From an optimization exercise on the open Yosys and OpenROAD flow, aimed at small area, a short achievable clock period and few clock cycles per item; shortcuts taken in it are not production practice. Only simulation tests tie the RTL to the original design; equivalence was not proved. Power figures rest on the tool's default switching activity, not on a simulated workload.

== rev 12 ==
// w4a8_gemm_top
module w4a8_gemm_top (
  input  wire         ap_clk,
  input  wire         areset,
  input  wire         ap_start,
  input  wire         write_result,
  input  wire         a_req,
  input  wire  [31:0] a_data,
  input  wire         b_req,
  input  wire  [31:0] b_data,
  input  wire         out_ready,
  output wire         ap_idle,
  output wire         ap_done,
  output wire         ap_ready,
  output wire         a_ack,
  output wire         b_ack,
  output wire         out_valid,
  output wire  [31:0] out_data
);
export LEC_CHECK = 0
export CAP_MARGIN = 20
export CORE_MARGIN = 2
export CORE_UTILIZATION = 50
export CTS_BUF_LIST = sky130_fd_sc_hd__clkbuf_4 sky130_fd_sc_hd__clkbuf_8
export GPL_TIMING_DRIVEN = 1
export SLEW_MARGIN = 20
create_clock -name core_clock -period 8.0 [get_ports {ap_clk}]
standard.sh (not shown) runs the stock make flow with config.mk's settings and CLKGATE_MAP_FILE= SYNTH_SCRIPT=/design/flow/synth_recipe.tcl, a recipe that flattens the netlist after the stock synthesis.
==> flow/flow/run.sh <==
#!/bin/bash
set -euo pipefail
D=$PWD
SETUP_MARGIN=${SETUP_MARGIN:-5.1}
bash standard.sh synth > synth.log 2>&1
make -C "$FLOW_HOME" DESIGN_CONFIG=$D/config.mk WORK_HOME=$D/orfs CLKGATE_MAP_FILE= \
  SYNTH_SCRIPT=$D/synth_recipe.tcl \
  BUFFER_PORTS_ARGS="-buffer_cell sky130_fd_sc_hd__buf_2" \
  CTS_ARGS="-sink_clustering_enable -repair_clock_nets -dont_use_dummy_load -buf_list {sky130_fd_sc_hd__clkbuf_4 sky130_fd_sc_hd__clkbuf_8}" \
  SETUP_SLACK_MARGIN=$SETUP_MARGIN finish > layout.log 2>&1
R=$D/orfs/results/sky130hd/w4a8_gemm_top/base
: # left out here: write the final layout as DEF
Testbench counts of rev 12, summed over its fixed seeds: cycles 31,250, jobs 3,200.
### rev 12 -> rev 13
==> flow/flow/run.sh <==
#!/bin/bash
set -euo pipefail
D=$PWD
SETUP_MARGIN=${SETUP_MARGIN:-5}
bash standard.sh synth > synth.log 2>&1
make -C "$FLOW_HOME" DESIGN_CONFIG=$D/config.mk WORK_HOME=$D/orfs CLKGATE_MAP_FILE= \
  SYNTH_SCRIPT=$D/synth_recipe.tcl \
  BUFFER_PORTS_ARGS="-buffer_cell sky130_fd_sc_hd__buf_2" \
  CTS_ARGS="-sink_clustering_enable -repair_clock_nets -dont_use_dummy_load -sink_clustering_buffer sky130_fd_sc_hd__clkbuf_4 -buf_list {sky130_fd_sc_hd__clkbuf_4 sky130_fd_sc_hd__clkbuf_8}" \
  SETUP_SLACK_MARGIN=$SETUP_MARGIN finish > layout.log 2>&1
R=$D/orfs/results/sky130hd/w4a8_gemm_top/base
: # left out here: write the final layout as DEF
Per the comparison of rev 13 with rev 12, worst slack on hold paths up 0.0070 ns; global router's overall resource usage down 1.6 points; time the final worst path needs with I/O delays and setup up 0.036 ns; total grt overflow flat; minimum setup slack in the final design down 0.036 ns.
Rev 12 and rev 13 ended up with nearly the same register area.
Compared with rev 12, rev 13 shows a lower leakage power.
In rev 13 the total via count after detailed routing turned out 207 lower than in rev 12.
Rev 13 — area after detailed placement 30 um2 lower, rev 12 as reference

---

The RTL this note starts from:
==> flow/design.v <==
`default_nettype none
package gemm_pkg;
  typedef logic [32-1:0] beat_t;
  typedef logic [2*4*8-1:0] a_tile_t;
  typedef logic [2*4*4-1:0] b_tile_t;
  typedef logic signed [32-1:0] res_t;
  typedef logic [2*2*32-1:0] res_tile_t;
  typedef struct packed {
    a_tile_t a;
    b_tile_t b;
  } operand_t;
  typedef enum logic [2:0] {IDLE, LOAD, COMPUTE, DRAIN, DONE} ctrl_state_t;
endpackage
`default_nettype wire
`timescale 1ns/1ps
`default_nettype none
module tile_mac (
  input  wire  [31:0] a_row,    
  input  wire  [15:0] b_row,    
  output logic [13:0] dot
);
  logic signed [7:0]  a_el [4];
  logic signed [3:0]  b_el [4];
  logic signed [13:0] sum;
  always_comb begin
    sum = '0;
    for (int k = 0; k < 4; k++) begin
      a_el[k] = a_row[8*k +: 8];
      b_el[k] = b_row[4*k +: 4];
      sum = sum + a_el[k] * b_el[k];
    end
    dot = sum;
  end
endmodule
`default_nettype wire
`timescale 1ns/1ps
`default_nettype none
module w4a8_gemm_top (
  input  wire         ap_clk,
  input  wire         areset,
  input  wire         ap_start,
  input  wire         write_result,
  input  wire         a_req,
  input  wire  [31:0] a_data,
  input  wire         b_req,
  input  wire  [31:0] b_data,
  input  wire         out_ready,
  output wire         ap_idle,
  output wire         ap_done,
  output wire         ap_ready,
  output wire         a_ack,
  output wire         b_ack,
  output wire         out_valid,
  output wire  [31:0] out_data
);
  logic        run;        
  logic        done_q;
  logic        wr_q;
  logic        ack_a, ack_b;
  logic [1:0]  a_cnt;      
  logic        b_got;      
  logic [2:0]  wcnt;       
  logic        ov;
  logic [13:0] oreg;
  logic [31:0] areg;
  logic [31:0] breg;
  logic [13:0] dot;
  wire xfer    = ov & out_ready;
  wire take_a  = run & a_req & ~ack_a & (a_cnt == 2'd0 | (a_cnt == 2'd1 & (~wr_q | wcnt[1])));
  wire take_b  = run & b_req & ~ack_b & ~b_got;
  wire row_in  = wcnt[1] ? (a_cnt == 2'd2) : (a_cnt == 2'd1);
  wire load    = run & wr_q & ~wcnt[2] & b_got & row_in & (~ov | out_ready);
  wire tiles   = (a_cnt == 2'd2) & ~ack_a & b_got & ~ack_b;
  wire fin     = run & tiles & (~wr_q | (wcnt[2] & (~ov | out_ready)));
  tile_mac mac0 (
    .a_row (areg),
    .b_row (wcnt[0] ? breg[31:16] : breg[15:0]),
    .dot   (dot)
  );
  always_ff @(posedge ap_clk) begin
    if (areset) begin
      run    <= 1'b0;
      done_q <= 1'b0;
      wr_q   <= 1'b0;
      ack_a  <= 1'b0;
      ack_b  <= 1'b0;
      a_cnt  <= '0;
      b_got  <= 1'b0;
      wcnt   <= '0;
      ov     <= 1'b0;
    end else begin
      done_q <= fin;
      if (~run) begin
        if (ap_start & ~done_q) begin
          run   <= 1'b1;
          wr_q  <= write_result;
          a_cnt <= '0;
          b_got <= 1'b0;
          wcnt  <= '0;
        end
      end else if (fin) begin
        run <= 1'b0;
      end
      if (take_a) begin
        ack_a <= 1'b1;
        a_cnt <= a_cnt + 2'd1;
      end else if (~a_req) begin
        ack_a <= 1'b0;
      end
      if (take_b) begin
        ack_b <= 1'b1;
        b_got <= 1'b1;
      end else if (~b_req) begin
        ack_b <= 1'b0;
      end
      if (load) begin
        ov   <= 1'b1;
        wcnt <= wcnt + 3'd1;
      end else if (xfer) begin
        ov   <= 1'b0;
      end
    end
  end
  always_ff @(posedge ap_clk) begin
    if (take_a) areg <= a_data;
    if (take_b) breg <= b_data;
    if (load)   oreg <= dot;
  end
  assign ap_idle   = ~run;
  assign ap_done   = done_q;
  assign ap_ready  = done_q;
  assign a_ack     = ack_a;
  assign b_ack     = ack_b;
  assign out_valid = ov;
  assign out_data  = {{18{oreg[13]}}, oreg};
endmodule
`default_nettype wire
Settings: LEC_CHECK=0, CAP_MARGIN=20, CORE_MARGIN=2, CORE_UTILIZATION=40, SLEW_MARGIN=20; clock period 8.0 ns.
run.sh (not shown) runs the stock make flow with config.mk's settings and CLKGATE_MAP_FILE= SYNTH_SCRIPT=/design/flow/synth_recipe.tcl, a recipe that flattens the netlist after the stock synthesis.
Stock flow here: none of the scripts above is used.
The first run passed the timing, design-rule and antenna checks.
Testbench counts at the start, summed over its fixed seeds: cycles 28,425, jobs 3,200.
Change:
--- a/flow/config.mk
+++ b/flow/config.mk
@@ -10,2 +10,3 @@
 export CORE_UTILIZATION = 40
+export SETUP_SLACK_MARGIN = 4.5
 export SLEW_MARGIN = 20
After rerunning: Combinational power came out higher by well over a third. Design area came out higher by roughly a tenth. Maximum frequency came out higher by about a fifth. Worst hold slack degrades by 3.1 ps. Clock-buffer cell count is unchanged. Die area does not change. Worst setup slack improves by 1100 ps. Routed wire length came out higher by a little under a tenth. Register-to-register slack improves by 1100 ps. Critical path depth came out higher by 3.

==> what the ideal ports hide <==
How much do the figures lean on ideal ports? The routed layouts below were timed once more, with nothing changed but the port constraints.
Step 1 sets driving cells, clkbuf_16 on the clock port and buf_2 on the other inputs (assumed; they add their load-dependent delay and slew).
Step 2 moves the port delays by t, midway between the first and last clock arrival at a register: inputs arrive t later, outputs are due t later. That takes back most of the time a late clock gives input paths.
a / b / c = ideal / step 1 / step 2; a / b = the first two.
run | t, ns | setup WS [ns] | worst register clock-pin slew, ns | worst data-port slew with drivers (ns)
rev 12 | 0.474 | 5.127 / 5.127 / 4.780 | 0.08 / 0.08 | 0.04
rev 13 | 0.468 | 5.090 / 5.090 / 4.669 | 0.08 / 0.08 | 0.04
the first run of note 2 | 0.397 | 0.820 / 0.820 / 0.820 | 0.08 / 0.08 | 0.05
the second run of note 2 | 0.403 | 1.872 / 1.872 / 1.872 | 0.09 / 0.09 | 0.04
After both steps setup and hold are still met in every run listed. The setup slack of rev 13, which loses most, moves by 0.000 ns with the drivers and by -0.421 ns with both steps.
